Context: an optimization exercise on an open-source flow, tuned for small area, a short achievable clock period and few clock cycles. The choices shown serve that exercise and are no tape-out recipe.
The RTL was checked by simulation tests, not by an equivalence proof against the original design.
Power is estimated from default activity; no workload was simulated.

$ cat flow/flow/run.sh
#!/bin/bash
# The standard layout (the standard.sh), with two changes:
#  - after the standard synthesis, flow/fa_polarity.py flips the polarity of full adders
#    (FA(~a,~b,~c) = ~FA(a,b,c)) to drop inverters around them; registers are untouched
#  - the port buffers are plain buffers instead of the default delay cells
# Each tool's output goes to a log here: synth.log, fa_polarity.log, layout.log
# (ORFS's own per-step logs stay under orfs/logs).
set -euo pipefail
ARGS=(BUFFER_PORTS_ARGS="-buffer_cell sky130_fd_sc_hd__buf_2")
RES=$PWD/orfs/results/$FLOW_PLATFORM/wn_dot/base
bash standard.sh "${ARGS[@]}" "$RES/1_2_yosys.v" > synth.log 2>&1
python3 flow/fa_polarity.py "$RES/1_2_yosys.v" "$RES/1_2_yosys.fapol.v" > fa_polarity.log 2>&1
cp "$RES/1_2_yosys.v" "$RES/1_2_yosys.orig.v"
mv "$RES/1_2_yosys.fapol.v" "$RES/1_2_yosys.v"
bash standard.sh "${ARGS[@]}" finish > layout.log 2>&1
$ cat flow/flow/fa_polarity.py
#!/usr/bin/env python3
"""Remove inverters around full-adder cells in a Yosys gate netlist.

A full adder is self-dual: FA(~a, ~b, ~c) gives ~SUM and ~COUT. So a full adder whose
inputs mostly arrive through inverters can take the true signals instead and deliver
inverted outputs, which then cancel inverters at its loads. This script picks, for each
sky130 full adder, the polarity that needs the fewest inverters (greedy passes until no
change), and rewrites the netlist with the inverters that are still needed. The
function of every net that is a port or a register pin is unchanged, and no register
is touched.

usage: fa_polarity.py IN.v OUT.v
"""
import re
import sys
from collections import defaultdict

FA = 'sky130_fd_sc_hd__fa_1'
INV_CELLS = {'sky130_fd_sc_hd__inv_1', 'sky130_fd_sc_hd__inv_2', 'sky130_fd_sc_hd__clkinv_1'}
OUT_PINS = {'X', 'Y', 'Q', 'Q_N', 'SUM', 'COUT', 'HI', 'LO'}

src = open(sys.argv[1]).read()
m = re.search(r'\n(\s*\w+\s+[\\\w$.\[\]]+\s*\()', src)
# split header (declarations) and cell instances
inst_re = re.compile(r'^  (sky130_fd_sc_hd__\w+) (\S+)\s+\(\n(.*?)\n  \);\n', re.S | re.M)
cells = []
for mm in inst_re.finditer(src):
    typ, name, body = mm.group(1), mm.group(2), mm.group(3)
    pins = []
    for pm in re.finditer(r'\.(\w+)\((.*?)\)(?:,|$)', body, re.M):
        pins.append((pm.group(1), pm.group(2).strip()))
    cells.append([typ, name, pins, mm.start(), mm.end()])
ncell = len(re.findall(r'^  sky130_fd_sc_hd__', src, re.M))
assert ncell == len(cells), (ncell, len(cells))
first = cells[0][3]
last = cells[-1][4]
header, footer = src[:first], src[last:]
assert 'assign' not in src, 'netlist has assigns'

# inverters: out -> in
inv_in = {}
for typ, name, pins, _, _ in cells:
    if typ in INV_CELLS:
        d = dict(pins)
        inv_in[d['Y']] = d['A']

def root(net):
    pol = 0
    seen = 0
    while net in inv_in:
        net = inv_in[net]
        pol ^= 1
        seen += 1
        assert seen < 100
    return net, pol

port_nets = set()
for d in re.finditer(r'^\s*(input|output)\s+(\[\d+:\d+\]\s+)?(\S+);', header, re.M):
    rng, nm = d.group(2), d.group(3)
    if rng:
        hi, lo = map(int, re.findall(r'\d+', rng))
        for i in range(min(hi, lo), max(hi, lo) + 1):
            port_nets.add(f'{nm}[{i}]')
    else:
        port_nets.add(nm)

XSWAP = {'sky130_fd_sc_hd__xor2_1': 'sky130_fd_sc_hd__xnor2_1',
         'sky130_fd_sc_hd__xnor2_1': 'sky130_fd_sc_hd__xor2_1'}
fa_cells = [c for c in cells if c[0] == FA]
x_cells = [c for c in cells if c[0] in XSWAP]
flip = {c[1]: 0 for c in fa_cells}
xflip = {c[1]: 0 for c in x_cells}
drv_fa = {}          # root net -> (fa name) for FA outputs
for c in fa_cells:
    d = dict(c[2])
    drv_fa[d['SUM']] = c[1]
    drv_fa[d['COUT']] = c[1]
drv_x = {}
for c in x_cells:
    d = dict(c[2])
    drv_x[d['Y'] if 'Y' in d else d['X']] = c[1]

# loads: list of (cell name, pin, root, pol); inverter cells are dropped as loads,
# except inverters that drive ports (kept as plain loads to preserve the port net)
loads = defaultdict(list)     # root -> list of [cellname, pin, pol]
keep_inv = set()
for typ, name, pins, _, _ in cells:
    if typ in INV_CELLS:
        d = dict(pins)
        if d['Y'] in port_nets:
            keep_inv.add(name)
        else:
            continue
    for p, n in pins:
        if p in OUT_PINS:
            continue
        if n.startswith("1'b"):
            continue
        r, pol = root(n)
        loads[r].append([name, p, pol])
fa_inputs = {c[1]: [] for c in fa_cells}
for r, ls in loads.items():
    for l in ls:
        if l[0] in fa_inputs:
            fa_inputs[l[0]].append((r, l))

def phys(r):
    f = drv_fa.get(r)
    if f:
        return flip[f]
    x = drv_x.get(r)
    return xflip[x] if x else 0

def need_inv(r):
    p = phys(r)
    return any((l[2] ^ (flip[l[0]] if l[0] in flip else 0)) != p for l in loads.get(r, []))

def cost_around(fname):
    rs = set(r for r, _ in fa_inputs[fname])
    c = [x for x in fa_cells_by_name[fname][2] if x[0] in ('SUM', 'COUT')]
    rs.update(n for _, n in c)
    return rs

fa_cells_by_name = {c[1]: c for c in fa_cells}
fixed = set()
for c in fa_cells:
    for p, n in c[2]:
        if n.startswith("1'b") or (p in ('SUM', 'COUT') and n in port_nets):
            fixed.add(c[1])
total0 = sum(1 for r in loads if need_inv(r))

def greedy(order):
    for it in range(30):
        changed = 0
        for c in order:
            f = c[1]
            if f in fixed:
                continue
            rs = cost_around(f)
            before = sum(need_inv(r) for r in rs)
            flip[f] ^= 1
            after = sum(need_inv(r) for r in rs)
            if after < before:
                changed += 1
            else:
                flip[f] ^= 1
        for r, xn in drv_x.items():
            before = need_inv(r)
            xflip[xn] ^= 1
            after = need_inv(r)
            if after < before:
                changed += 1
            else:
                xflip[xn] ^= 1
        if not changed:
            break
    return sum(1 for r in loads if need_inv(r))

# a few greedy descents from shuffled orders; keep the best (deterministic seed)
import random
rng = random.Random(1)
best = None
for trial in range(8):
    for f in flip:
        flip[f] = 0
    for x in xflip:
        xflip[x] = 0
    order = list(fa_cells)
    if trial:
        rng.shuffle(order)
    cost = greedy(order)
    if best is None or cost < best[0]:
        best = (cost, dict(flip), dict(xflip))
flip.update(best[1])
xflip.update(best[2])
total1 = sum(1 for r in loads if need_inv(r))
sys.stderr.write(f'inverted roots: {total0} -> {total1}; flipped {sum(flip.values())} of {len(fa_cells)} adders, {sum(xflip.values())} xor/xnor; '
                 f'inverters in netlist before: {sum(1 for c in cells if c[0] in INV_CELLS)}\n')

# rewrite: each root that needs its opposite physical polarity gets one inverter
out_cells = []
newinv = {}
k = 0
def inv_of(r):
    global k
    if r not in newinv:
        k += 1
        newinv[r] = (f'fapol_inv{k}', f'fapol_n{k}')
    return newinv[r][1]

for typ, name, pins, _, _ in cells:
    if typ in INV_CELLS and name not in keep_inv:
        continue
    newpins = []
    for p, n in pins:
        if p in OUT_PINS or n.startswith("1'b"):
            newpins.append((p, n))
            continue
        r, pol = root(n)
        want = pol ^ (flip[name] if name in flip else 0)
        if typ in INV_CELLS:
            # kept inverter driving a port: feed it the polarity it needs
            want = pol
        if want == phys(r):
            newpins.append((p, r))
        else:
            newpins.append((p, inv_of(r)))
    if name in xflip and xflip[name]:
        typ = XSWAP[typ]
        outpin = 'Y' if typ.endswith('xnor2_1') else 'X'
        newpins = [(outpin if p in ('X', 'Y') else p, n) for p, n in newpins]
    out_cells.append((typ, name, newpins))

# physical outputs of flipped adders carry the complement of the original net; the
# original net name keeps its logical meaning only where it is used through root(),
# so the flipped adder keeps its output net names (now holding the complement).
def esc(n):
    # escaped identifiers end at whitespace
    return n + ' ' if n.startswith('\\') else n
lines = []
for typ, name, pins in out_cells:
    lines.append(f'  {typ} {esc(name)} (\n' + ',\n'.join(f'    .{p}({esc(n)})' for p, n in pins) + '\n  );\n')
for r, (iname, onet) in newinv.items():
    lines.append(f'  sky130_fd_sc_hd__inv_1 {iname} (\n    .A({esc(r)}),\n    .Y({onet})\n  );\n')
decl = ''.join(f'  wire {onet};\n' for _, onet in newinv.values())
# declarations go before the first cell
hdr = header
open(sys.argv[2], 'w').write(hdr + decl + ''.join(lines) + footer)
sys.stderr.write(f'new inverters: {len(newinv)}\n')
$ cat flow/standard.sh
#!/bin/bash
# synth_recipe.tcl (not shown) runs the flow's synth.tcl, then flattens the netlist and writes it again
# the make line also repeats each setting of config.mk as NAME=value (left out here)
make -C /OpenROAD-flow-scripts/flow DESIGN_CONFIG=/design/flow/config.mk WORK_HOME=/design/flow/orfs CLKGATE_MAP_FILE= SYNTH_SCRIPT=/design/flow/synth_recipe.tcl "${@:-finish}"
$ cat flow/config.mk
export PLATFORM = sky130hd
export DESIGN_NAME = wn_dot
export DESIGN_NICKNAME = wn_dot
export VERILOG_FILES = /design/flow/design.v
export SDC_FILE = /design/flow/constraint.sdc
export NUM_CORES = 4
export LEC_CHECK = 0
export ABC_AREA = 1
export CAP_MARGIN = 20
export CORE_MARGIN = 2
export CORE_UTILIZATION = 55
export PLACE_DENSITY = 0.65
export SETUP_SLACK_MARGIN = 4.2
export SLEW_MARGIN = 20
$ cat flow/constraint.sdc
create_clock -name core_clock -period 8.0 [get_ports {clk}]
set_input_delay 1.6000 -clock core_clock [delete_from_list [all_inputs] [get_ports {clk}]]
set_output_delay 1.6000 -clock core_clock [all_outputs]
set_load 0.01 [all_outputs]
$ cat flow/design.v
module wn_dot #(
   parameter int unsigned NCH  = 16,
   parameter int unsigned DW   = 8,
   parameter int unsigned AW   = 4,
   parameter int unsigned ACCW = 2*DW+AW,
   parameter int unsigned OW   = DW
) (
   input  logic                     clk,
   input  logic                     xrst,
   input  logic                     start,
   input  logic [AW-1:0]            len,
   input  logic                     relu,
   output logic [AW-1:0]            x_raddr,
   input  logic signed [DW-1:0]     x_rdata,
   output logic [NCH*AW-1:0]        w_raddr,
   input  logic signed [NCH*DW-1:0] w_rdata,
   output logic [NCH*OW-1:0]        y,
   output logic                     busy,
   output logic                     finish
);
   localparam logic [ACCW-1:0] K_TERM = 20'hfab00;
   localparam int unsigned NCOPY = 2;
   logic          r_busy;
   logic          r_run;       
   logic [AW-1:0] r_addr;
   logic [AW-1:0] r_len_m1;
   logic          r_relu;
   logic          r_first1;    
   logic          r_last1, r_last2;
   logic          r_finish;
   logic [ACCW-1:0] w_pre;     
   logic w_accept, w_fetch, w_last;
   assign w_accept = start & ~r_busy;
   assign w_fetch  = w_accept | r_run;
   assign w_last   = w_accept ? (len == AW'(1)) : (r_run & (r_addr == r_len_m1));
   always_ff @(posedge clk or negedge xrst) begin
      if (!xrst) begin
         r_busy   <= 1'b0;
         r_run    <= 1'b0;
         r_addr   <= '0;
         r_len_m1 <= '0;
         r_relu   <= 1'b0;
         r_first1 <= 1'b0;
         r_last1  <= 1'b0;
         r_last2  <= 1'b0;
         r_finish <= 1'b0;
      end else begin
         r_busy   <= w_accept | (r_busy & ~r_last2);
         r_run    <= w_fetch & ~w_last;
         r_addr   <= (w_fetch & ~w_last) ? r_addr + AW'(1) : '0;
         if (w_accept) begin
            r_len_m1 <= len - AW'(1);
            r_relu   <= relu;
         end
         r_first1 <= w_accept;
         r_last1  <= w_last;
         r_last2  <= r_last1;
         r_finish <= r_last2;
      end
   end
   assign w_pre = ACCW'({r_len_m1 + AW'(1) == '0, AW'(r_len_m1 + AW'(1))}) * K_TERM;
   logic [3:0] w_one, w_two, w_neg;
   always_comb begin
      for (int k = 0; k < 4; k++) begin
         logic b2, b1, b0;
         b2 = x_rdata[2*k+1];
         b1 = x_rdata[2*k];
         b0 = (k == 0) ? 1'b0 : x_rdata[2*k-1];
         w_one[k] = b1 ^ b0;
         w_two[k] = (b2 & ~b1 & ~b0) | (~b2 & b1 & b0);
         w_neg[k] = b2;
      end
   end
   logic [3:0] r_one0, r_two0, r_neg0;
   always_ff @(posedge clk) begin
      r_one0 <= w_one;
      r_two0 <= w_two;
      r_neg0 <= w_neg;
   end
   logic [3:0] r_one1, r_two1, r_neg1;
   always_ff @(posedge clk) begin
      r_one1 <= w_one;
      r_two1 <= w_two;
      r_neg1 <= ~w_neg;
   end
   logic [DW-1:0]   r_w   [NCH];
   logic [ACCW-1:0] r_acc [NCH];    
   logic [ACCW-1:0] w_sum [NCH];
   logic [1:0]      r_cs  [NCH];    
   logic [1:0]      w_cs  [NCH];
   for (genvar c = 0; c < NCH; c++) begin : g_ch
      logic [ACCW-1:0] w_ain;
      logic [3:0]      w_c_one, w_c_two, w_c_neg;
      assign w_ain = r_acc[c];
      always_comb begin
         if (c / (NCH / NCOPY) == 0) begin
            w_c_one = r_one0;
            w_c_two = r_two0;
            w_c_neg = r_neg0;
         end
         else if (c / (NCH / NCOPY) == 1) begin
            w_c_one = r_one1;
            w_c_two = r_two1;
            w_c_neg = ~r_neg1;
         end
         else begin
            w_c_one = r_one0;
            w_c_two = r_two0;
            w_c_neg = r_neg0;
         end
      end
      wn_dot_mac u_mac (.i_one(w_c_one), .i_two(w_c_two), .i_neg(w_c_neg), .i_w(r_w[c]),
                        .i_acc(w_ain), .i_cs(r_cs[c]), .o_cs(w_cs[c]),
                        .o_sum(w_sum[c]));
      always_ff @(posedge clk) begin
         r_w[c]   <= w_rdata[c*DW +: DW];
         r_acc[c] <= r_first1 ? w_pre : w_sum[c];
         r_cs[c]  <= r_first1 ? '0 : w_cs[c];
      end
   end
   always_comb begin
      for (int c = 0; c < NCH; c++) begin
         logic [3:0] mid;
         logic [7:0] hi;
         logic       cs1, cs2, cmid, add1, add2, neg, top1, top0, in_range;
         logic       hi_m0, hi_m1;           
         mid  = r_acc[c][11:8];
         hi   = r_acc[c][19:12];
         cs1  = r_cs[c][0];
         cs2  = r_cs[c][1];
         cmid = cs1 & (mid == '1);
         add1 = cs2 | cmid;                  
         add2 = cs2 & cmid;                  
         hi_m0 = hi == '1;
         hi_m1 = hi == {{(7){1'b1}}, 1'b0};
         top1 = ((mid == '1) & ~cs1 | (mid == {{(3){1'b1}}, 1'b0}) & cs1)
                & (hi_m0 & ~cs2 | hi_m1 & cs2);
         top0 = (mid == '0) & ~cs1 & ((hi == '0) & ~cs2 | hi_m0 & cs2)
              | (mid == '1) & cs1 & (hi_m0 & ~cs2 | hi_m1 & cs2);
         neg  = hi[7] ^ (add1 & (hi[6:0] == '1) | add2 & (hi[6:0] == {{(6){1'b1}}, 1'b0}));
         in_range = (top1 & (r_acc[c][7:OW-1] == '1)) | (top0 & (r_acc[c][7:OW-1] == '0));
         y[c*OW +: OW] = {~(r_relu & neg) & (in_range ? r_acc[c][OW-1] : neg),
                          {(OW-1){~(r_relu & neg)}} & (in_range ? r_acc[c][OW-2:0] : {(OW-1){~neg}})};
      end
   end
   assign x_raddr = r_addr;
   assign w_raddr = {NCH{r_addr}};
   assign busy    = r_busy;
   assign finish  = r_finish;
endmodule
module wn_dot_mac (
   input  logic [3:0]  i_one,    
   input  logic [3:0]  i_two,    
   input  logic [3:0]  i_neg,    
   input  logic [7:0]  i_w,
   input  logic [19:0] i_acc,
   input  logic [1:0]  i_cs,     
   output logic [1:0]  o_cs,
   output logic [19:0] o_sum
);
   logic s1, c1;
   logic s2, c2;
   logic s3, c3;
   logic s4, c4;
   logic s5, c5;
   logic s6, c6;
   logic s7, c7;
   logic s8, c8;
   logic s9, c9;
   logic s10, c10;
   logic s11, c11;
   logic s12, c12;
   logic s13, c13;
   logic s14, c14;
   logic s15, c15;
   logic s16, c16;
   logic s17, c17;
   logic s18, c18;
   logic s19, c19;
   logic s20, c20;
   logic s21, c21;
   logic s22, c22;
   logic s23, c23;
   logic s24, c24;
   logic s25, c25;
   logic s26, c26;
   logic s27, c27;
   logic s28, c28;
   logic s29, c29;
   logic s30, c30;
   logic s31, c31;
   logic s32, c32;
   logic s33, c33;
   logic s34, c34;
   logic s35, c35;
   logic s36, c36;
   assign s1 = i_acc[4] ^ i_neg[2];
   assign c1 = i_acc[4] & i_neg[2];
   assign s2 = i_acc[5] ^ (i_neg[0] ^ ((i_one[0] & i_w[5]) | (i_two[0] & i_w[4])));
   assign c2 = i_acc[5] & (i_neg[0] ^ ((i_one[0] & i_w[5]) | (i_two[0] & i_w[4])));
   assign s3 = i_acc[6] ^ i_neg[3] ^ (i_neg[0] ^ ((i_one[0] & i_w[6]) | (i_two[0] & i_w[5])));
   assign c3 = (i_acc[6] & i_neg[3]) | (i_acc[6] & (i_neg[0] ^ ((i_one[0] & i_w[6]) | (i_two[0] & i_w[5])))) | (i_neg[3] & (i_neg[0] ^ ((i_one[0] & i_w[6]) | (i_two[0] & i_w[5]))));
   assign s4 = (i_neg[1] ^ ((i_one[1] & i_w[4]) | (i_two[1] & i_w[3]))) ^ (i_neg[2] ^ ((i_one[2] & i_w[2]) | (i_two[2] & i_w[1])));
   assign c4 = (i_neg[1] ^ ((i_one[1] & i_w[4]) | (i_two[1] & i_w[3]))) & (i_neg[2] ^ ((i_one[2] & i_w[2]) | (i_two[2] & i_w[1])));
   assign s5 = i_acc[7] ^ (i_neg[0] ^ ((i_one[0] & i_w[7]) | (i_two[0] & i_w[6]))) ^ (i_neg[1] ^ ((i_one[1] & i_w[5]) | (i_two[1] & i_w[4])));
   assign c5 = (i_acc[7] & (i_neg[0] ^ ((i_one[0] & i_w[7]) | (i_two[0] & i_w[6])))) | (i_acc[7] & (i_neg[1] ^ ((i_one[1] & i_w[5]) | (i_two[1] & i_w[4])))) | ((i_neg[0] ^ ((i_one[0] & i_w[7]) | (i_two[0] & i_w[6]))) & (i_neg[1] ^ ((i_one[1] & i_w[5]) | (i_two[1] & i_w[4]))));
   assign s6 = (i_neg[2] ^ ((i_one[2] & i_w[3]) | (i_two[2] & i_w[2]))) ^ (i_neg[3] ^ ((i_one[3] & i_w[1]) | (i_two[3] & i_w[0])));
   assign c6 = (i_neg[2] ^ ((i_one[2] & i_w[3]) | (i_two[2] & i_w[2]))) & (i_neg[3] ^ ((i_one[3] & i_w[1]) | (i_two[3] & i_w[0])));
   assign s7 = i_acc[8] ^ i_cs[0] ^ (i_neg[1] ^ ((i_one[1] & i_w[6]) | (i_two[1] & i_w[5])));
   assign c7 = (i_acc[8] & i_cs[0]) | (i_acc[8] & (i_neg[1] ^ ((i_one[1] & i_w[6]) | (i_two[1] & i_w[5])))) | (i_cs[0] & (i_neg[1] ^ ((i_one[1] & i_w[6]) | (i_two[1] & i_w[5]))));
   assign s8 = (i_neg[2] ^ ((i_one[2] & i_w[4]) | (i_two[2] & i_w[3]))) ^ (i_neg[3] ^ ((i_one[3] & i_w[2]) | (i_two[3] & i_w[1]))) ^ ~(i_neg[0] ^ ((i_one[0] & i_w[7]) | (i_two[0] & i_w[7])));
   assign c8 = ((i_neg[2] ^ ((i_one[2] & i_w[4]) | (i_two[2] & i_w[3]))) & (i_neg[3] ^ ((i_one[3] & i_w[2]) | (i_two[3] & i_w[1])))) | ((i_neg[2] ^ ((i_one[2] & i_w[4]) | (i_two[2] & i_w[3]))) & ~(i_neg[0] ^ ((i_one[0] & i_w[7]) | (i_two[0] & i_w[7])))) | ((i_neg[3] ^ ((i_one[3] & i_w[2]) | (i_two[3] & i_w[1]))) & ~(i_neg[0] ^ ((i_one[0] & i_w[7]) | (i_two[0] & i_w[7]))));
   assign s9 = i_acc[9] ^ (i_neg[1] ^ ((i_one[1] & i_w[7]) | (i_two[1] & i_w[6]))) ^ (i_neg[2] ^ ((i_one[2] & i_w[5]) | (i_two[2] & i_w[4])));
   assign c9 = (i_acc[9] & (i_neg[1] ^ ((i_one[1] & i_w[7]) | (i_two[1] & i_w[6])))) | (i_acc[9] & (i_neg[2] ^ ((i_one[2] & i_w[5]) | (i_two[2] & i_w[4])))) | ((i_neg[1] ^ ((i_one[1] & i_w[7]) | (i_two[1] & i_w[6]))) & (i_neg[2] ^ ((i_one[2] & i_w[5]) | (i_two[2] & i_w[4]))));
   assign s10 = i_acc[10] ^ (i_neg[2] ^ ((i_one[2] & i_w[6]) | (i_two[2] & i_w[5])));
   assign c10 = i_acc[10] & (i_neg[2] ^ ((i_one[2] & i_w[6]) | (i_two[2] & i_w[5])));
   assign s11 = i_acc[2] ^ i_neg[1];
   assign c11 = i_acc[2] & i_neg[1];
   assign s12 = i_acc[3] ^ (i_neg[0] ^ ((i_one[0] & i_w[3]) | (i_two[0] & i_w[2])));
   assign c12 = i_acc[3] & (i_neg[0] ^ ((i_one[0] & i_w[3]) | (i_two[0] & i_w[2])));
   assign s13 = (i_neg[0] ^ ((i_one[0] & i_w[4]) | (i_two[0] & i_w[3]))) ^ (i_neg[1] ^ ((i_one[1] & i_w[2]) | (i_two[1] & i_w[1]))) ^ (i_neg[2] ^ (i_one[2] & i_w[0]));
   assign c13 = ((i_neg[0] ^ ((i_one[0] & i_w[4]) | (i_two[0] & i_w[3]))) & (i_neg[1] ^ ((i_one[1] & i_w[2]) | (i_two[1] & i_w[1])))) | ((i_neg[0] ^ ((i_one[0] & i_w[4]) | (i_two[0] & i_w[3]))) & (i_neg[2] ^ (i_one[2] & i_w[0]))) | ((i_neg[1] ^ ((i_one[1] & i_w[2]) | (i_two[1] & i_w[1]))) & (i_neg[2] ^ (i_one[2] & i_w[0])));
   assign s14 = c1 ^ (i_neg[1] ^ ((i_one[1] & i_w[3]) | (i_two[1] & i_w[2]))) ^ (i_neg[2] ^ ((i_one[2] & i_w[1]) | (i_two[2] & i_w[0])));
   assign c14 = (c1 & (i_neg[1] ^ ((i_one[1] & i_w[3]) | (i_two[1] & i_w[2])))) | (c1 & (i_neg[2] ^ ((i_one[2] & i_w[1]) | (i_two[2] & i_w[0])))) | ((i_neg[1] ^ ((i_one[1] & i_w[3]) | (i_two[1] & i_w[2]))) & (i_neg[2] ^ ((i_one[2] & i_w[1]) | (i_two[2] & i_w[0]))));
   assign s15 = (i_neg[3] ^ (i_one[3] & i_w[0])) ^ c2 ^ s4;
   assign c15 = ((i_neg[3] ^ (i_one[3] & i_w[0])) & c2) | ((i_neg[3] ^ (i_one[3] & i_w[0])) & s4) | (c2 & s4);
   assign s16 = c4 ^ s6 ^ c3;
   assign c16 = (c4 & s6) | (c4 & c3) | (s6 & c3);
   assign s17 = c6 ^ c5 ^ s7;
   assign c17 = (c6 & c5) | (c6 & s7) | (c5 & s7);
   assign s18 = (i_neg[3] ^ ((i_one[3] & i_w[3]) | (i_two[3] & i_w[2]))) ^ c7 ^ c8;
   assign c18 = ((i_neg[3] ^ ((i_one[3] & i_w[3]) | (i_two[3] & i_w[2]))) & c7) | ((i_neg[3] ^ ((i_one[3] & i_w[3]) | (i_two[3] & i_w[2]))) & c8) | (c7 & c8);
   assign s19 = (i_neg[3] ^ ((i_one[3] & i_w[4]) | (i_two[3] & i_w[3]))) ^ ~(i_neg[1] ^ ((i_one[1] & i_w[7]) | (i_two[1] & i_w[7]))) ^ s10;
   assign c19 = ((i_neg[3] ^ ((i_one[3] & i_w[4]) | (i_two[3] & i_w[3]))) & ~(i_neg[1] ^ ((i_one[1] & i_w[7]) | (i_two[1] & i_w[7])))) | ((i_neg[3] ^ ((i_one[3] & i_w[4]) | (i_two[3] & i_w[3]))) & s10) | (~(i_neg[1] ^ ((i_one[1] & i_w[7]) | (i_two[1] & i_w[7]))) & s10);
   assign s20 = i_acc[11] ^ (i_neg[2] ^ ((i_one[2] & i_w[7]) | (i_two[2] & i_w[6]))) ^ (i_neg[3] ^ ((i_one[3] & i_w[5]) | (i_two[3] & i_w[4])));
   assign c20 = (i_acc[11] & (i_neg[2] ^ ((i_one[2] & i_w[7]) | (i_two[2] & i_w[6])))) | (i_acc[11] & (i_neg[3] ^ ((i_one[3] & i_w[5]) | (i_two[3] & i_w[4])))) | ((i_neg[2] ^ ((i_one[2] & i_w[7]) | (i_two[2] & i_w[6]))) & (i_neg[3] ^ ((i_one[3] & i_w[5]) | (i_two[3] & i_w[4]))));
   assign s21 = i_acc[12] ^ i_cs[1] ^ (i_neg[3] ^ ((i_one[3] & i_w[6]) | (i_two[3] & i_w[5])));
   assign c21 = (i_acc[12] & i_cs[1]) | (i_acc[12] & (i_neg[3] ^ ((i_one[3] & i_w[6]) | (i_two[3] & i_w[5])))) | (i_cs[1] & (i_neg[3] ^ ((i_one[3] & i_w[6]) | (i_two[3] & i_w[5]))));
   assign s22 = i_acc[0] ^ i_neg[0];
   assign c22 = i_acc[0] & i_neg[0];
   assign s23 = i_acc[1] ^ (i_neg[0] ^ ((i_one[0] & i_w[1]) | (i_two[0] & i_w[0])));
   assign c23 = i_acc[1] & (i_neg[0] ^ ((i_one[0] & i_w[1]) | (i_two[0] & i_w[0])));
   assign s24 = (i_neg[0] ^ ((i_one[0] & i_w[2]) | (i_two[0] & i_w[1]))) ^ (i_neg[1] ^ (i_one[1] & i_w[0])) ^ s11;
   assign c24 = ((i_neg[0] ^ ((i_one[0] & i_w[2]) | (i_two[0] & i_w[1]))) & (i_neg[1] ^ (i_one[1] & i_w[0]))) | ((i_neg[0] ^ ((i_one[0] & i_w[2]) | (i_two[0] & i_w[1]))) & s11) | ((i_neg[1] ^ (i_one[1] & i_w[0])) & s11);
   assign s25 = c11 ^ (i_neg[1] ^ ((i_one[1] & i_w[1]) | (i_two[1] & i_w[0]))) ^ s12;
   assign c25 = (c11 & (i_neg[1] ^ ((i_one[1] & i_w[1]) | (i_two[1] & i_w[0])))) | (c11 & s12) | ((i_neg[1] ^ ((i_one[1] & i_w[1]) | (i_two[1] & i_w[0]))) & s12);
   assign s26 = s1 ^ c12 ^ s13;
   assign c26 = (s1 & c12) | (s1 & s13) | (c12 & s13);
   assign s27 = s2 ^ c13 ^ s14;
   assign c27 = (s2 & c13) | (s2 & s14) | (c13 & s14);
   assign s28 = c14 ^ s3 ^ s15;
   assign c28 = (c14 & s3) | (c14 & s15) | (s3 & s15);
   assign s29 = s5 ^ c15 ^ s16;
   assign c29 = (s5 & c15) | (s5 & s16) | (c15 & s16);
   assign s30 = s8 ^ c16 ^ s17;
   assign c30 = (s8 & c16) | (s8 & s17) | (c16 & s17);
   assign s31 = s9 ^ c17 ^ s18;
   assign c31 = (s9 & c17) | (s9 & s18) | (c17 & s18);
   assign s32 = c9 ^ s19 ^ c18;
   assign c32 = (c9 & s19) | (c9 & c18) | (s19 & c18);
   assign s33 = c10 ^ s20 ^ c19;
   assign c33 = (c10 & s20) | (c10 & c19) | (s20 & c19);
   assign s34 = ~(i_neg[2] ^ ((i_one[2] & i_w[7]) | (i_two[2] & i_w[7]))) ^ c20 ^ s21;
   assign c34 = (~(i_neg[2] ^ ((i_one[2] & i_w[7]) | (i_two[2] & i_w[7]))) & c20) | (~(i_neg[2] ^ ((i_one[2] & i_w[7]) | (i_two[2] & i_w[7]))) & s21) | (c20 & s21);
   assign s35 = i_acc[13] ^ (i_neg[3] ^ ((i_one[3] & i_w[7]) | (i_two[3] & i_w[6]))) ^ c21;
   assign c35 = (i_acc[13] & (i_neg[3] ^ ((i_one[3] & i_w[7]) | (i_two[3] & i_w[6])))) | (i_acc[13] & c21) | ((i_neg[3] ^ ((i_one[3] & i_w[7]) | (i_two[3] & i_w[6]))) & c21);
   assign s36 = i_acc[14] ^ ~(i_neg[3] ^ ((i_one[3] & i_w[7]) | (i_two[3] & i_w[7])));
   assign c36 = i_acc[14] & ~(i_neg[3] ^ ((i_one[3] & i_w[7]) | (i_two[3] & i_w[7])));
   logic [19:0] w_ra, w_rb;
   assign w_ra = {i_acc[19], i_acc[18], i_acc[17], i_acc[16], i_acc[15], s36, c34, s34, s33, s32, c30, c29, c28, c27, c26, c25, c24, c23, c22, (i_neg[0] ^ (i_one[0] & i_w[0]))};
   assign w_rb = {1'b0, 1'b0, 1'b0, 1'b0, c36, c35, s35, c33, c32, c31, s31, s30, s29, s28, s27, s26, s25, s24, s23, s22};
   assign {o_cs[0], o_sum[7:0]} = 9'(w_ra[7:0]) + 9'(w_rb[7:0]);
   assign {o_cs[1], o_sum[11:8]} = 5'(w_ra[11:8]) + 5'(w_rb[11:8]);
   assign o_sum[19:12] = w_ra[19:12] + w_rb[19:12];
endmodule
==> results.sh, run 1 <==
export IMPL_final_setup_tns_ps=0
export IMPL_maxSlewHeadroom_pct=20.9
export IMPL_drt_iter0_markers=5080
export IMPL_leakage_nw=28.3
export IMPL_postRouteAntennaNets=0
export IMPL_nets=7326
export IMPL_r2r_slack_ps=4230
export IMPL_whs_ps=359
export IMPL_io_buffer_count=341
export IMPL_avgSynthCellArea_sq_um=8.25
export IMPL_drt_first_pass_iters=8
export IMPL_crit_fanout=7
export IMPL_grt_usage_pct=37.4
export IMPL_start_kind="register"
export IMPL_fin_crit_sh_pct=49.4
export IMPL_gp_congestion=0.935
export IMPL_place_hpwl_mm=112
export IMPL_slew_viol_final=0
export IMPL_insertion_delay_ps=660
export IMPL_start_util_pct=55.6
export IMPL_clockRootBuffer="clkbuf_16"
export IMPL_final_hold_violation_count=0
export IMPL_grt_pass1_wl_mm=259
export IMPL_pin_count=342
export IMPL_finalCriticalPeriod_ps=3950
export IMPL_via_per_inst=6.01
export IMPL_powerDensity_nw_per_um2=512
export IMPL_grt_pass1_vias=42300
export IMPL_rsz0062_at_grt="true"
export IMPL_p_total_w=0.0309
export IMPL_wl_per_cell_microns=23.8
export IMPL_netlist_area_sq_um=48400
export IMPL_tightest_slew_ps=1190
export IMPL_cts_buffer_depth=3
export IMPL_clock_skew_ps=37.0
export IMPL_status="no timing/DRC/antenna violations"
export IMPL_clk_pin_slew_worst_paths_ps=60
export IMPL_fp_row_count=108
export IMPL_worst_path_most_repeated_cell="nand2_4"
export IMPL_die_w_microns=301
export IMPL_synth_cells=5862
export IMPL_final_cell_mix="723 x nand2_1, 561 x inv_1, 469 x xor2_1"
export IMPL_peakVddDrop_uv=257
export IMPL_slowest_delay_ps=390
export IMPL_utilization_pct=69.2
export IMPL_wirelength_mm=178
export IMPL_arrival_ps=2350
export IMPL_cts_sinks=511
export IMPL_antenna_found_initial=4
export IMPL_crit_type="reg -> out"
export IMPL_crit_path_top_delay_cell="dfxtp_4"
export IMPL_chipHeight_microns=301
export IMPL_cts_buffers=67
export IMPL_die_area_sq_um=90300
export IMPL_vias=44900
export IMPL_worstPathRequired_ps=6400
export IMPL_synth_warnings=9
export IMPL_holdCritPathClass="reg -> reg"
export IMPL_final_common_cell="nand2_1"
export IMPL_syn_to_final_growth_pct=24.6
export IMPL_grt_max_degree=83
export IMPL_max_freq_mhz=253
export IMPL_overflow=0
export IMPL_finalSetupViolations=0
export IMPL_htreeDepth=3
export IMPL_critPathCaptureType="output pin"
export IMPL_critical_path_cell_chain="nand2_4 -> nor2_4 -> nand4_1 -> nand2_4 -> nand2_4 -> nand2_8 -> nand2_4 -> a21oi_2 -> buf_2"
export IMPL_drv_cap=0
export IMPL_syn_num_nets=6916
export IMPL_drive_gt1_share_pct=26.6
export IMPL_cts_tree="done"
export IMPL_coreArea_sq_um=87000
export IMPL_route_detailed_drc=0
repair_timing:
action                     CTS  global route
setup endpoints to repair  402           293
gates cloned                21            18
hold endpoints to repair     0             0
pin swaps                  173           258
buffers inserted           116            87
resized for setup          776           652
hold buffers                 0             0
path summary, 6_finish.rpt:
path / startpoint / end / cells past startpoint
worst max-delay path: r_cs[4][0]$_SDFF_PP0_ / y[33] / 9
worst min-delay path: r_last1$_DFF_PN0_ / r_last2$_DFF_PN0_ / 0
worst max register to register: r_one1[1]$_DFF_P_ / r_cs[0][1]$_SDFF_PP0_ / 14
worst min register to register: r_last1$_DFF_PN0_ / r_last2$_DFF_PN0_ / 0
max in group asynchronous: xrst / r_first1$_DFF_PN0_ / 1
min in group asynchronous: xrst / r_addr[0]$_DFF_PN0_ / 1
worst max-delay path: cells and delay by family, from the launching register on:
family / cells / cell delay [ps]
AO/OA/AOI/OAI: 1 / 120
buffers and inverters: 1 / 140
flip-flops: 1 / 390
AND/OR/NAND/NOR: 7 / 1040
sequential cells by signal, summed over array words and instances, names as in the netlist, 4 cells and up:
register  cells
r_w         128
r_acc       320
r_two1        4
r_one1        4
r_cs         32
r_neg1        4
r_len_m1      4
r_neg0        4
r_addr        4
where the power goes:
part / switching (W) / internal [W]
Sequential: 0.00139 / 0.00413
Clock: 0.00130 / 0.00192
Combinational: 0.0127 / 0.00945
stage by stage:
| stage | setup slack (ps) | cell area, sq um | std cells |
|---|---|---|---|
| final | 4050 | 60300 | 7482 |
| after global routing | 3960 | 60300 | 7480 |
| after CTS | 4090 | 56800 | 7375 |
| after detailed placement | 3150 | 50500 | 7116 |
| after global placement | 3260 | 50500 | 7116 |
| after floorplan | 4210 | 48400 | 5862 |
area by class of cell:
| class | instances | area (sq um) |
|---|---|---|
| well taps | 1155 | 1450 |
| flip-flops and latches | 511 | 10700 |
| clock inverters | 21 | 254 |
| multi-input cells | 4459 | 38100 |
| inverters | 601 | 2550 |
| diodes | 2 | 5.00 |
| repair buffers | 616 | 5010 |
| repair inverters | 16 | 165 |
| clock buffers | 101 | 2030 |
| fillers | 6893 | 26800 |
metal layers:
layer | GRT usage (%) | vias up | routed length [microns]
met4 | 13.0 | 0 | 7720
met5 | 0 | - | 0
li1 | - | 20300 | -
met2 | 50.8 | 2788 | 69900
met1 | 53.9 | 21300 | 74600
met3 | 14.4 | 513 | 25500
Testbench counts, summed over its fixed seeds: cycles 17,126.
==> run 2, diff against run 1 <==
--- a/flow/design.v
+++ b/flow/design.v
@@ -79,8 +79,8 @@
    end
    logic [3:0] r_one1, r_two1, r_neg1;
    always_ff @(posedge clk) begin
-      r_one1 <= w_one;
-      r_two1 <= w_two;
+      r_one1 <= ~w_one;
+      r_two1 <= ~w_two;
       r_neg1 <= ~w_neg;
    end
    logic [DW-1:0]   r_w   [NCH];
@@ -99,8 +99,8 @@
             w_c_neg = r_neg0;
          end
          else if (c / (NCH / NCOPY) == 1) begin
-            w_c_one = r_one1;
-            w_c_two = r_two1;
+            w_c_one = ~r_one1;
+            w_c_two = ~r_two1;
             w_c_neg = ~r_neg1;
          end
          else begin
--- a/flow/config.mk
+++ b/flow/config.mk
@@ -9,6 +9,7 @@
 export CAP_MARGIN = 20
 export CORE_MARGIN = 2
 export CORE_UTILIZATION = 55
+export CTS_BUF_LIST = sky130_fd_sc_hd__clkbuf_8
 export PLACE_DENSITY = 0.65
-export SETUP_SLACK_MARGIN = 4.2
+export SETUP_SLACK_MARGIN = 4.0
 export SLEW_MARGIN = 20
==> run 2 against run 1 <==
Sequential power fell by 4.0%. Highest routed layer is now met5. Sequential share of layout area increased by 1.1 points. Final area shrank 5.8%. Non-clock buffer count is 92 lower. Power decreased by 7.1%. Final cell count is 0.78% lower. Largest cell class unchanged. Via count is 4.0% lower. Combinational power shrank 8%. Wire length down 13%. Synthesized cell count decreased by 0.24%. Critical path depth is the same.
==> results.sh, run 2 <==
export IMPL_status="no timing/DRC/antenna violations"
export IMPL_insertion_delay_ps=790
export IMPL_drv_cap=0
export IMPL_arrival_ps=2440
export IMPL_cts_tree="done"
export IMPL_overflow=0
export IMPL_rsz0062_at_grt="true"
export IMPL_p_comb_share_pct=70.6
export IMPL_final_cell_mix="853 x nand2_1, 588 x inv_1, 474 x xor2_1"
export IMPL_holdCritPathClass="reg -> reg"
export IMPL_max_freq_mhz=247
export IMPL_cts_sinks=519
export IMPL_grt_max_degree=86
export IMPL_syn_to_final_growth_pct=17.3
export IMPL_r2r_end="r_cs[6][1]$_SDFF_PP0_"
export IMPL_r2r_start="r_one0[0]$_DFF_P_"
export IMPL_grt_usage_pct=33.1
export IMPL_avgSynthCellArea_sq_um=8.28
export IMPL_antenna_found_initial=5
export IMPL_clk_pin_slew_worst_paths_ps=60
export IMPL_via_per_inst=5.81
export IMPL_crit_end="y[3]"
export IMPL_slowest_delay_ps=360
export IMPL_preCtsSetupSlack_ps=3210
export IMPL_clockRootBuffer="clkbuf_8"
export IMPL_slew_viol_final=0
export IMPL_tightest_slew_ps=1160
export IMPL_crit_fanout=7
export IMPL_powerDensity_nw_per_um2=505
export IMPL_p_sw_share_pct=48.7
export IMPL_drt_iter0_markers=3674
export IMPL_p_clk_share_pct=10.9
export IMPL_whs_ps=373
export IMPL_htreeDepth=3
export IMPL_die_area_sq_um=90400
export IMPL_grt_pass1_vias=41100
export IMPL_postCtsHoldBufs=0
export IMPL_final_common_cell="nand2_1"
export IMPL_nets=7243
export IMPL_reg_top3="r_acc x320, r_w x128, r_cs x32"
export IMPL_switching_power_w=0.0140
export IMPL_cts_buffers=97
export IMPL_seqPwrFrac_pct=18.5
export IMPL_finalSetupViolations=0
export IMPL_top_register="r_acc"
export IMPL_route_detailed_drc=0
export IMPL_wirelength_mm=155
export IMPL_reg2regPathDepth=14
export IMPL_gp_congestion=0.889
export IMPL_finalCriticalPeriod_ps=4040
export IMPL_final_hold_violation_count=0
export IMPL_io_buffer_count=341
export IMPL_postRouteAntennaNets=0
export IMPL_critical_path_cell_chain="nor2_2 -> and2_2 -> nand3_1 -> nand2_4 -> nand2_4 -> buf_6 -> nand3_4 -> a21oi_2 -> buf_2"
export IMPL_largest_reg_flops=320
export IMPL_crit_path_start="r_cs[0][0]$_SDFF_PP0_"
export IMPL_peakVddDrop_uv=464
export IMPL_grt_pass1_wl_mm=233
export IMPL_syn_num_nets=6902
export IMPL_path_delay_family="simple AND/OR/NAND/NOR gates"
export IMPL_netlist_area_sq_um=48400
export IMPL_worst_slack_ps=3960
export IMPL_worstPathRequired_ps=6400
export IMPL_clock_skew_ps=46.6
export IMPL_leakage_nw=27.2
export IMPL_critPathCaptureType="output pin"
export IMPL_die_w_microns=301
export IMPL_cts_buffer_depth=3
export IMPL_drt_first_pass_iters=9
export IMPL_wl_per_cell_microns=20.9
export IMPL_worst_path_most_repeated_cell="nand2_4"
export IMPL_critical_path_depth=9
export IMPL_cp_num_buf_inv=2
export IMPL_fin_crit_sh_pct=50.5
export IMPL_synth_cells=5848
export IMPL_final_setup_tns_ps=0
export IMPL_place_hpwl_mm=104
export IMPL_start_util_pct=55.6
export IMPL_p_int_w=0.0147
export IMPL_fp_row_count=108
export IMPL_crit_path_top_delay_cell="dfxtp_4"
export IMPL_drive_gt1_share_pct=19.5
export IMPL_coreArea_sq_um=87000
export IMPL_vias=43200
export IMPL_pin_count=342
export IMPL_start_kind="register"
export IMPL_r2r_slack_ps=4170
export IMPL_chipHeight_microns=301
export IMPL_synth_warnings=9
export IMPL_maxSlewHeadroom_pct=22.2
export IMPL_crit_type="reg -> out"
-- run 2: final cells by class --
cell class	count	area (sq um)
diodes	1	2.50
clock buffers	125	1720
clock inverters	53	589
fillers	7409	30200
inverters	607	2390
multi-input cells	4440	36000
flip-flops and latches	519	10700
well taps	1155	1450
repair buffers	524	3880
-- run 2: worst min-delay path by stage --
stage                     slack (ps)              start  depth (start not counted)                end
after floorplan                  330  r_last1$_DFF_PN0_                          0  r_last2$_DFF_PN0_
after global placement           340  r_last1$_DFF_PN0_                          0  r_last2$_DFF_PN0_
after detailed placement         340  r_last1$_DFF_PN0_                          0  r_last2$_DFF_PN0_
after CTS                        370  r_last1$_DFF_PN0_                          0  r_last2$_DFF_PN0_
after global routing             380  r_last1$_DFF_PN0_                          0  r_last2$_DFF_PN0_
final                            370  r_last1$_DFF_PN0_                          0  r_last2$_DFF_PN0_
-- run 2: routing by layer --
layer,wire (microns),vias up,GRT usage [%],share of wire (%)
li1,-,20100,-,-
met1,66100,20700,45.1,43
met2,65900,2005,48.8,42
met3,17600,350,10.7,11
met4,5830,4,12.4,3.8
met5,23,-,0,0.015
-- run 2: timing repair --
action | CTS | global route
endpoints found under the setup margin | 334 | 268
cloned | 2 | 10
buffers inserted | 45 | 79
pin swaps | 69 | 116
resized for setup | 369 | 401
-- run 2: worst register-to-register path, delay by kind of cell (launching register included) --
kind                       cells  cell delay [ps]
and+or+nand+nor                1               50
DFF                            1              330
AOI/OAI and AO/OA              3              360
buffers and inverters          4              710
adders and majority gates      5             2080
xor gates and xnor gates       1              160
-- run 2: metrics by stage --
stage | power [W] | cell area [sq um] | std cells | utilization [%]
floorplan | 0.0201 | 48400 | 5848 | -
global placement | 0.0237 | 50600 | 7109 | 58.1
detailed placement | 0.0243 | 50600 | 7109 | 58.1
CTS | 0.0280 | 54700 | 7334 | 62.8
global route | 0.0323 | 56800 | 7424 | 65.3
finish | 0.0287 | 56800 | 7424 | 65.3
-- run 2: power groups by stage --
stage | combinational [W] | clock (W) | sequential, W
after floorplan | 0.0154 | 0 | 0.00472
after global placement | 0.0186 | 0 | 0.00513
after detailed placement | 0.0191 | 0 | 0.00513
after CTS | 0.0197 | 0.00318 | 0.00514
after global routing | 0.0236 | 0.00330 | 0.00543
final | 0.0203 | 0.00314 | 0.00530
Testbench counts of run 2, summed over its fixed seeds: cycles 17,126.
==> run 3, diff against run 2 <==
--- a/flow/config.mk
+++ b/flow/config.mk
@@ -9,7 +9,6 @@
 export CAP_MARGIN = 20
 export CORE_MARGIN = 2
 export CORE_UTILIZATION = 55
-export CTS_BUF_LIST = sky130_fd_sc_hd__clkbuf_8
 export PLACE_DENSITY = 0.65
-export SETUP_SLACK_MARGIN = 4.0
+export SETUP_SLACK_MARGIN = 3.8
 export SLEW_MARGIN = 20
==> run 3 against run 2 <==
Global-route usage fell by 0.62 points. Final cell count shrank 2.4%. Die area is the same. Fmax down 3.7%. Worst hold slack got worse by 3.9 ps. Via count down 3.1%. Setup slack worse by 160 ps. Area after synthesis is the same. Critical path depth is 2 lower. First-iteration DRC count fell by 4.0%. Critical endpoint is now y[5]. Highest routed layer unchanged.
==> results.sh, run 3 <==
export IMPL_syn_num_nets=6902
export IMPL_drv_cap=0
export IMPL_max_freq_mhz=238
export IMPL_via_per_inst=5.77
export IMPL_io_buffer_count=341
export IMPL_final_cells=7248
export IMPL_multi_input_area_sq_um=34700
export IMPL_synth_cells=5848
export IMPL_final_cell_mix="943 x nand2_1, 589 x inv_1, 490 x dfxtp_1"
export IMPL_crit_type="reg -> out"
export IMPL_status="no timing/DRC/antenna violations"
export IMPL_final_setup_tns_ps=0
export IMPL_pin_count=342
export IMPL_crit_path_top_delay_cell="nor3_2"
export IMPL_antenna_cells=0
export IMPL_drt_first_pass_iters=6
export IMPL_cts_tree="done"
export IMPL_vias=41800
export IMPL_fp_row_count=108
export IMPL_r2r_slack_ps=3960
export IMPL_dp_cells=7109
export IMPL_slew_viol_final=0
export IMPL_htreeDepth=3
export IMPL_postRouteAntennaNets=0
export IMPL_top_register="r_acc"
export IMPL_final_seq_area_sq_um=10500
export IMPL_place_hpwl_mm=104
export IMPL_chipHeight_microns=301
export IMPL_drt_iter0_markers=3526
export IMPL_cts_buffer_depth=3
export IMPL_netlist_area_sq_um=48400
export IMPL_antenna_found_initial=5
export IMPL_peakVddDrop_uv=457
export IMPL_fillers=7722
export IMPL_avgSynthCellArea_sq_um=8.28
export IMPL_gp_congestion=0.889
export IMPL_finalCriticalPeriod_ps=4200
export IMPL_clk_pin_slew_worst_paths_ps=60
export IMPL_syn_to_final_growth_pct=11.2
export IMPL_grt_max_degree=86
export IMPL_leakage_nw=26.1
export IMPL_final_hold_violation_count=0
export IMPL_grt_pass1_vias=40500
export IMPL_finalSetupViolations=0
export IMPL_tightest_slew_ps=1130
export IMPL_clock_skew_ps=25.2
export IMPL_p_total_w=0.0279
export IMPL_whs_ps=369
export IMPL_drive_gt1_share_pct=11.1
export IMPL_reg_top3="r_acc x320, r_w x128, r_cs x32"
export IMPL_clockRootBuffer="clkbuf_16"
export IMPL_critPathCaptureType="output pin"
export IMPL_wirelength_mm=149
export IMPL_nets=7096
export IMPL_start_util_pct=55.6
export IMPL_arrival_ps=2600
export IMPL_wl_per_cell_microns=20.5
export IMPL_insertion_delay_ps=640
export IMPL_synth_warnings=9
export IMPL_worstPathRequired_ps=6400
export IMPL_die_area_sq_um=90400
export IMPL_coreArea_sq_um=87000
export IMPL_powerDensity_nw_per_um2=518
export IMPL_holdCritPathClass="reg -> reg"
export IMPL_fin_crit_sh_pct=52.5
export IMPL_critical_path_cell_chain="nand3_1 -> nor3_2 -> nand3_2 -> nand2_2 -> nand2_1 -> a21oi_1 -> buf_2"
export IMPL_overflow=0
export IMPL_rsz0062_at_grt="true"
export IMPL_crit_fanout=7
export IMPL_cts_buffers=66
export IMPL_cts_sinks=519
export IMPL_final_common_cell="nand2_1"
export IMPL_route_detailed_drc=0
export IMPL_postCtsHoldBufs=0
export IMPL_largest_reg_flops=320
export IMPL_grt_pass1_wl_mm=229
export IMPL_die_w_microns=301
export IMPL_maxSlewHeadroom_pct=24.7
export IMPL_start_kind="register"
export IMPL_grt_usage_pct=32.4
export IMPL_slowest_delay_ps=450
[run 3: changes by cell type in the layout (fill, tap and decap cells not counted), moves of 22 or more]
cell	change
a21oi_1	+54
dfxtp_2	-127
clkbuf_16	+64
nor2_1	+35
nand2_2	-39
a21oi_2	-41
dfxtp_4	-22
nand2_1	+90
clkbuf_8	-106
nand3_1	+23
nand2_4	-48
dfxtp_1	+149
buf_4	-85
[run 3: final cells by class]
cell class	count	area share, %
Timing Repair Buffer	409	4.71
Sequential cell	519	19.5
Inverter	607	4.35
Multi-Input combinational cell	4439	64.4
Clock buffer	94	3.76
Clock inverter	25	0.595
Tap cell	1155	2.68
[run 3: power by group]
part / total (W) / internal, W / switching [W]
Combinational: 0.0195 / 0.00842 / 0.0111
Clock: 0.00327 / 0.00199 / 0.00128
Sequential: 0.00512 / 0.00399 / 0.00112
Total: 0.0279 / 0.0144 / 0.0135
[run 3: routing by layer]
layer	vias up	GRT usage [%]	routed length, microns
li1	19800	-	-
met5	-	0.688	120
met2	1905	47.4	62400
met3	310	9.41	16800
met4	6	12.0	5330
met1	19800	45.3	63900
[run 3: path summary, 6_finish.rpt]
path | cells after the start | startpoint | end
setup / recovery | 7 | r_acc[0][11]$_DFF_P_ | y[5]
max in group asynchronous | 1 | xrst | r_first1$_DFF_PN0_
setup reg to reg | 12 | r_two1[0]$_DFF_P_ | r_acc[14][11]$_DFF_P_
hold reg to reg | 0 | r_last1$_DFF_PN0_ | r_last2$_DFF_PN0_
min in group asynchronous | 1 | xrst | r_last2$_DFF_PN0_
hold / removal | 0 | r_last1$_DFF_PN0_ | r_last2$_DFF_PN0_
[run 3: metrics by stage]
| step | cell area, sq um | setup slack [ps] | util, % |
|---|---|---|---|
| detailed placement | 50600 | 3210 | 58.1 |
| floorplan | 48400 | 4160 | - |
| global route | 53800 | 3690 | 61.9 |
| CTS | 53100 | 3740 | 61.1 |
| global placement | 50600 | 3290 | 58.1 |
| finish | 53800 | 3800 | 61.9 |
[run 3: critical path, delay by kind of cell (launching register included)]
kind / cells / cell delay (ps)
buffers and inverters: 1 / 140
DFF: 1 / 410
AOI/OAI and AO/OA: 1 / 120
and+or+nand+nor: 5 / 1300
[run 3: what timing repair did]
action	in CTS	in global routing
gates cloned	0	2
setup endpoints to repair	176	250
setup buffers	5	13
pin swaps	0	9
endpoints found under the hold margin	0	0
gates resized for setup	40	139
==> run 4, diff against run 3 <==
--- a/flow/config.mk
+++ b/flow/config.mk
@@ -8,7 +8,7 @@
 export ABC_AREA = 1
 export CAP_MARGIN = 20
 export CORE_MARGIN = 2
-export CORE_UTILIZATION = 55
-export PLACE_DENSITY = 0.65
-export SETUP_SLACK_MARGIN = 3.8
+export CORE_UTILIZATION = 65
+export PLACE_DENSITY = 0.75
+export SETUP_SLACK_MARGIN = 4.0
 export SLEW_MARGIN = 20
==> run 4 against run 3 <==
Still clean on timing, DRC and antenna. Via count grew 4.3%. Setup slack better by 230 ps. Wire length grew 1.6%. Critical path type unchanged.
==> results.sh, run 4 <==
export IMPL_postCtsHoldBufs=0
export IMPL_grt_pass1_wl_mm=230
export IMPL_fp_row_count=100
export IMPL_insertion_delay_ps=660
export IMPL_final_cells=7127
export IMPL_holdCritStartpoint="r_last1$_DFF_PN0_"
export IMPL_drt_iter0_markers=4734
export IMPL_postRouteAntennaNets=0
export IMPL_chipHeight_microns=277
export IMPL_utilization_pct=74.1
export IMPL_vias=43600
export IMPL_tightest_slew_ps=1090
export IMPL_syn_num_nets=6902
export IMPL_cts_buffer_depth=3
export IMPL_overflow=0
export IMPL_cts_buffers=61
export IMPL_leakage_nw=26.5
export IMPL_final_common_cell="nand2_1"
export IMPL_nets=7163
export IMPL_cts_sinks=519
export IMPL_clock_skew_ps=21.1
export IMPL_via_per_inst=6.12
export IMPL_final_cell_mix="902 x nand2_1, 575 x inv_1, 475 x xor2_1"
export IMPL_fin_crit_sh_pct=49.6
export IMPL_critPathCaptureType="output pin"
export IMPL_arrival_ps=2370
export IMPL_start_kind="register"
export IMPL_finalSetupViolations=0
export IMPL_grt_max_degree=134
export IMPL_wl_per_cell_microns=21.2
export IMPL_fillers=5554
export IMPL_route_detailed_drc=0
export IMPL_cts_tree="done"
export IMPL_grt_pass1_vias=42200
export IMPL_syn_to_final_growth_pct=13.4
export IMPL_place_hpwl_mm=103
export IMPL_largest_reg_flops=320
export IMPL_antenna_found_initial=2
export IMPL_slowest_delay_ps=360
export IMPL_r2r_start="r_neg1[3]$_DFF_P_"
export IMPL_slew_viol_final=0
export IMPL_final_setup_tns_ps=0
export IMPL_finalCriticalPeriod_ps=3970
export IMPL_powerDensity_nw_per_um2=515
export IMPL_wirelength_mm=151
export IMPL_top_register="r_acc"
export IMPL_multi_input_area_sq_um=35300
export IMPL_p_total_w=0.0283
export IMPL_synth_warnings=9
export IMPL_synth_cells=5848
export IMPL_holdCritPathClass="reg -> reg"
export IMPL_status="no timing/DRC/antenna violations"
export IMPL_worst_path_most_repeated_cell="nand2_4"
export IMPL_gp_congestion=0.962
export IMPL_clockRootBuffer="clkbuf_16"
export IMPL_crit_type="reg -> out"
export IMPL_die_w_microns=277
export IMPL_clk_pin_slew_worst_paths_ps=70
export IMPL_drv_cap=0
export IMPL_drt_first_pass_iters=6
export IMPL_crit_fanout=7
export IMPL_avgSynthCellArea_sq_um=8.28
export IMPL_start_util_pct=65.4
export IMPL_worstPathRequired_ps=6400
export IMPL_final_seq_area_sq_um=10600
export IMPL_crit_path_start="r_acc[4][9]$_DFF_P_"
export IMPL_cp_num_buf_inv=1
export IMPL_grt_usage_pct=37.8
export IMPL_peakVddDrop_uv=420
export IMPL_r2r_slack_ps=4120
export IMPL_netlist_area_sq_um=48400
export IMPL_crit_path_top_delay_cell="dfxtp_2"
export IMPL_rsz0062_at_grt="true"
export IMPL_reg_top3="r_acc x320, r_w x128, r_cs x32"
export IMPL_die_area_sq_um=76700
export IMPL_maxSlewHeadroom_pct=27.1
export IMPL_critical_path_cell_chain="nor3_1 -> and2_4 -> nand3_1 -> nand2_4 -> nand2_4 -> nand2_4 -> nand2_1 -> a21oi_1 -> buf_2"
export IMPL_pin_count=342
export IMPL_max_freq_mhz=252
export IMPL_dp_cells=6919
export IMPL_drive_gt1_share_pct=15.1
export IMPL_htreeDepth=2
export IMPL_io_buffer_count=341
export IMPL_path_delay_family="simple AND/OR/NAND/NOR gates"
export IMPL_coreArea_sq_um=74100
export IMPL_final_hold_violation_count=0
-- run 4: path summary, 6_finish.rpt --
path	endpoint	depth (start not counted)
min in group asynchronous	r_addr[3]$_DFF_PN0_	1
hold / removal	r_last2$_DFF_PN0_	0
max in group asynchronous	r_first1$_DFF_PN0_	1
setup / recovery	y[33]	9
hold reg to reg	r_last2$_DFF_PN0_	0
setup reg to reg	r_acc[8][11]$_DFF_P_	11
-- run 4: worst register-to-register path, cell delays in order, from the launching register on --
cell and delay, ps:
dfxtp_4 570, inv_16 170, buf_12 310, xor2_1 230, fa_1 440, fa_1 540, fa_1 610, ha_1 240
a21oi_1 210, o21ba_2 160, xor2_1 150, o21ai_0 90
-- run 4: per-layer routing --
metal / global-route usage (%) / share of wire (%)
met5: 0 / 0.015
met4: 15.3 / 4.2
met3: 11.1 / 13
met2: 56.4 / 43
met1: 51.6 / 40
-- run 4: layout make-up --
| type | count | share of cell area (%) |
|---|---|---|
| clock buffers | 77 | 3.11 |
| repair inverters | 1 | 0.0205 |
| repair buffers | 480 | 5.97 |
| multi-input cells | 4439 | 64.4 |
| flip-flops and latches | 519 | 19.3 |
| well taps | 969 | 2.21 |
| diodes | 1 | 0.00456 |
| inverters | 607 | 4.32 |
| clock inverters | 34 | 0.647 |
-- run 4: metrics by stage --
step	cell area (sq um)	setup WS [ps]	hold WS [ps]
floorplan	48400	4160	331
global placement	50300	3000	332
detailed placement	50300	2890	337
CTS	53400	3990	366
global route	54900	3950	374
finish	54900	4030	365
-- run 4: what timing repair did --
action	CTS	global route
pin swaps	26	51
setup endpoints to repair	346	253
cloned	0	6
resized for setup	206	258
buffers inserted	24	66
-- run 4: where the power goes --
part	internal, W	switching (W)
logic	0.00858	0.0115
clock network	0.00170	0.00124
registers	0.00403	0.00118
total	0.0143	0.0140
==> run 5, diff against run 4 <==
--- a/flow/config.mk
+++ b/flow/config.mk
@@ -8,7 +8,7 @@
 export ABC_AREA = 1
 export CAP_MARGIN = 20
 export CORE_MARGIN = 2
-export CORE_UTILIZATION = 65
-export PLACE_DENSITY = 0.75
-export SETUP_SLACK_MARGIN = 4.0
+export CORE_UTILIZATION = 55
+export PLACE_DENSITY = 0.65
+export SETUP_SLACK_MARGIN = 4.15
 export SLEW_MARGIN = 20
==> run 5 against run 4 <==
Worst hold slack improved by 5.1 ps. Final area increased by 5.8%. Non-clock buffer count increased by 79. Critical path depth decreased by 1. Global-route usage decreased by 4.3 points. Clock power increased by 12%. Power increased by 3.2%. Core utilization decreased by 7.4 points. Sequential cell count unchanged. Critical path type unchanged.
==> results.sh, run 5 <==
export IMPL_place_area_sq_um=50600
export IMPL_seqPwrFrac_pct=18.5
export IMPL_worstPathRequired_ps=6400
export IMPL_peakVddDrop_uv=452
export IMPL_syn_to_final_growth_pct=20.0
export IMPL_start_util_pct=55.6
export IMPL_finalCriticalPeriod_ps=3920
export IMPL_antenna_found_initial=3
export IMPL_reg2regPathDepth=18
export IMPL_r2r_slack_ps=4240
export IMPL_grt_pass1_vias=41200
export IMPL_maxSlewHeadroom_pct=22.4
export IMPL_crit_type="reg -> out"
export IMPL_slew_viol_final=0
export IMPL_final_area_sq_um=58100
export IMPL_gp_congestion=0.889
export IMPL_clock_skew_ps=25.6
export IMPL_crit_path_start="r_cs[0][0]$_SDFF_PP0_"
export IMPL_vias=43500
export IMPL_holdCritPathClass="reg -> reg"
export IMPL_pin_count=342
export IMPL_nets=7247
export IMPL_switching_power_w=0.0141
export IMPL_finalSetupViolations=0
export IMPL_postCtsHoldBufs=0
export IMPL_rsz0062_at_grt="true"
export IMPL_synth_cells=5848
export IMPL_r2r_start="r_len_m1[0]$_DFFE_PN0P_"
export IMPL_max_freq_mhz=255
export IMPL_cts_sinks=519
export IMPL_die_w_microns=301
export IMPL_cts_buffers=66
export IMPL_cts_tree="done"
export IMPL_arrival_ps=2320
export IMPL_wirelength_mm=159
export IMPL_fp_row_count=108
export IMPL_drt_iter0_markers=4051
export IMPL_drt_first_pass_iters=8
export IMPL_tightest_slew_ps=1160
export IMPL_insertion_delay_ps=640
export IMPL_crit_fanout=7
export IMPL_critPathCaptureType="output pin"
export IMPL_clk_pin_slew_worst_paths_ps=60
export IMPL_final_setup_tns_ps=0
export IMPL_powerDensity_nw_per_um2=502
export IMPL_grt_pass1_wl_mm=235
export IMPL_grt_max_degree=86
export IMPL_drive_gt1_share_pct=21.3
export IMPL_avgSynthCellArea_sq_um=8.28
export IMPL_r2r_end="r_acc[15][19]$_DFF_P_"
export IMPL_final_cell_mix="837 x nand2_1, 566 x inv_1, 474 x xor2_1"
export IMPL_largest_reg_flops=320
export IMPL_htreeDepth=3
export IMPL_postRouteAntennaNets=0
export IMPL_route_detailed_drc=0
export IMPL_p_sw_share_pct=48.4
export IMPL_place_hpwl_mm=104
export IMPL_io_buffer_count=341
export IMPL_fin_crit_sh_pct=49.0
export IMPL_p_clk_share_pct=11.2
export IMPL_chipHeight_microns=301
export IMPL_fillers=7192
export IMPL_grt_usage_pct=33.5
export IMPL_crit_end="y[3]"
export IMPL_start_kind="register"
export IMPL_die_area_sq_um=90400
export IMPL_drv_cap=0
export IMPL_netlist_area_sq_um=48400
export IMPL_antenna_cells=0
export IMPL_leakage_nw=27.7
export IMPL_status="no timing/DRC/antenna violations"
export IMPL_final_hold_violation_count=0
export IMPL_overflow=0
export IMPL_p_int_w=0.0150
export IMPL_reg_top3="r_acc x320, r_w x128, r_cs x32"
export IMPL_via_per_inst=5.88
export IMPL_wl_per_cell_microns=21.5
export IMPL_synth_warnings=9
export IMPL_clockRootBuffer="clkbuf_16"
export IMPL_syn_num_nets=6902
export IMPL_top_register="r_acc"
export IMPL_cts_buffer_depth=3
export IMPL_coreArea_sq_um=87000
export IMPL_p_comb_share_pct=70.2
export IMPL_final_common_cell="nand2_1"
## run 5: worst min-delay path by stage
stage / start / endpoint / slack (ps) / cells after the start
detailed placement: r_last1$_DFF_PN0_ / r_last2$_DFF_PN0_ / 340 / 0
CTS: r_last1$_DFF_PN0_ / r_last2$_DFF_PN0_ / 370 / 0
floorplan: r_last1$_DFF_PN0_ / r_last2$_DFF_PN0_ / 330 / 0
global route: r_last1$_DFF_PN0_ / r_last2$_DFF_PN0_ / 380 / 0
finish: r_last1$_DFF_PN0_ / r_last2$_DFF_PN0_ / 370 / 0
global placement: r_last1$_DFF_PN0_ / r_last2$_DFF_PN0_ / 340 / 0
## run 5: stage by stage
step	total power [W]	hold slack (ps)	cells	utilization, %	setup slack (ps)
after floorplan	0.0201	331	5848	-	4160
after global placement	0.0237	335	7109	58.1	3290
after detailed placement	0.0243	336	7109	58.1	3210
after CTS	0.0281	371	7272	63.1	4080
after global routing	0.0328	378	7399	66.7	4030
final	0.0292	370	7399	66.7	4080
## run 5: area by class of cell
class,count,area [sq um],area share (%)
multi-input combinational,4440,36600,62.9
sequential,519,10800,18.7
timing repair buffer,559,4440,7.64
inverter,607,2460,4.23
clock buffer,94,2020,3.48
tap,1155,1450,2.49
clock inverter,25,320,0.551
## run 5: routing by layer
| metal | vias up | track usage (%) | wire (microns) |
|---|---|---|---|
| met5 | - | 1.96 | 150 |
| met4 | 6 | 12.7 | 6380 |
| met3 | 387 | 10.2 | 17900 |
| met2 | 2116 | 49.2 | 67400 |
| met1 | 20800 | 46.1 | 67200 |
| li1 | 20200 | - | - |
## run 5: worst max-delay path, stage by stage, from the launching register on
cell and delay (ps):
dfxtp_4 360, nand2_4 100, nand2_4 60, nor3_4 340, nand3_4 290, nand2_8 210
nand2_2 70, a21oi_2 120, buf_2 140
## run 5: power by group through the flow
stage	Combinational, W	Sequential (W)	Clock (W)
4_1_cts	0.0197	0.00512	0.00332
5_1_grt	0.0238	0.00553	0.00342
3_5_place_dp	0.0191	0.00513	0
3_3_place_gp	0.0186	0.00513	0
6_report	0.0205	0.00541	0.00327
2_1_floorplan	0.0154	0.00472	0
## run 5: repair_timing
action,in CTS,in global routing
cloned,6,14
pin swaps,60,160
endpoints found under the setup margin,368,282
buffers inserted,38,113
resized for setup,377,626

-- afterwards: timing with drivers on the ports --
In the flow no input, the clock included, has a driving cell. The finished layouts below were timed again as built, in two steps. Step 1 (the two cells are an assumption about what drives the block):
set clk [get_ports {clk}]
set_driving_cell -lib_cell sky130_fd_sc_hd__clkbuf_16 $clk
set_driving_cell -lib_cell sky130_fd_sc_hd__buf_2 [delete_from_list [all_inputs] $clk]
Step 2 times the ports against the registers' clock, not the clock port: input delays grow and output delays shrink by t, the midpoint of the rising clock arrivals with the driver on. Slacks: no drivers / after step 1 / after step 2; pairs: no drivers / after step 1.
run	t, ns	setup WS [ns]	hold slack, ns	pins driven straight from the clock port
run 1	0.721	4.052 / 3.976 / 4.234	0.359 / 0.359 / 0.359	1
run 2	0.825	3.959 / 3.896 / 4.168	0.373 / 0.373 / 0.373	1
run 3	0.693	3.802 / 3.736 / 3.964	0.369 / 0.369 / 0.369	1
run 4	0.716	4.034 / 3.963 / 4.120	0.365 / 0.365 / 0.365	1
run 5	0.695	4.078 / 4.012 / 4.238	0.370 / 0.370 / 0.370	1
After both steps every run listed still meets setup and hold.
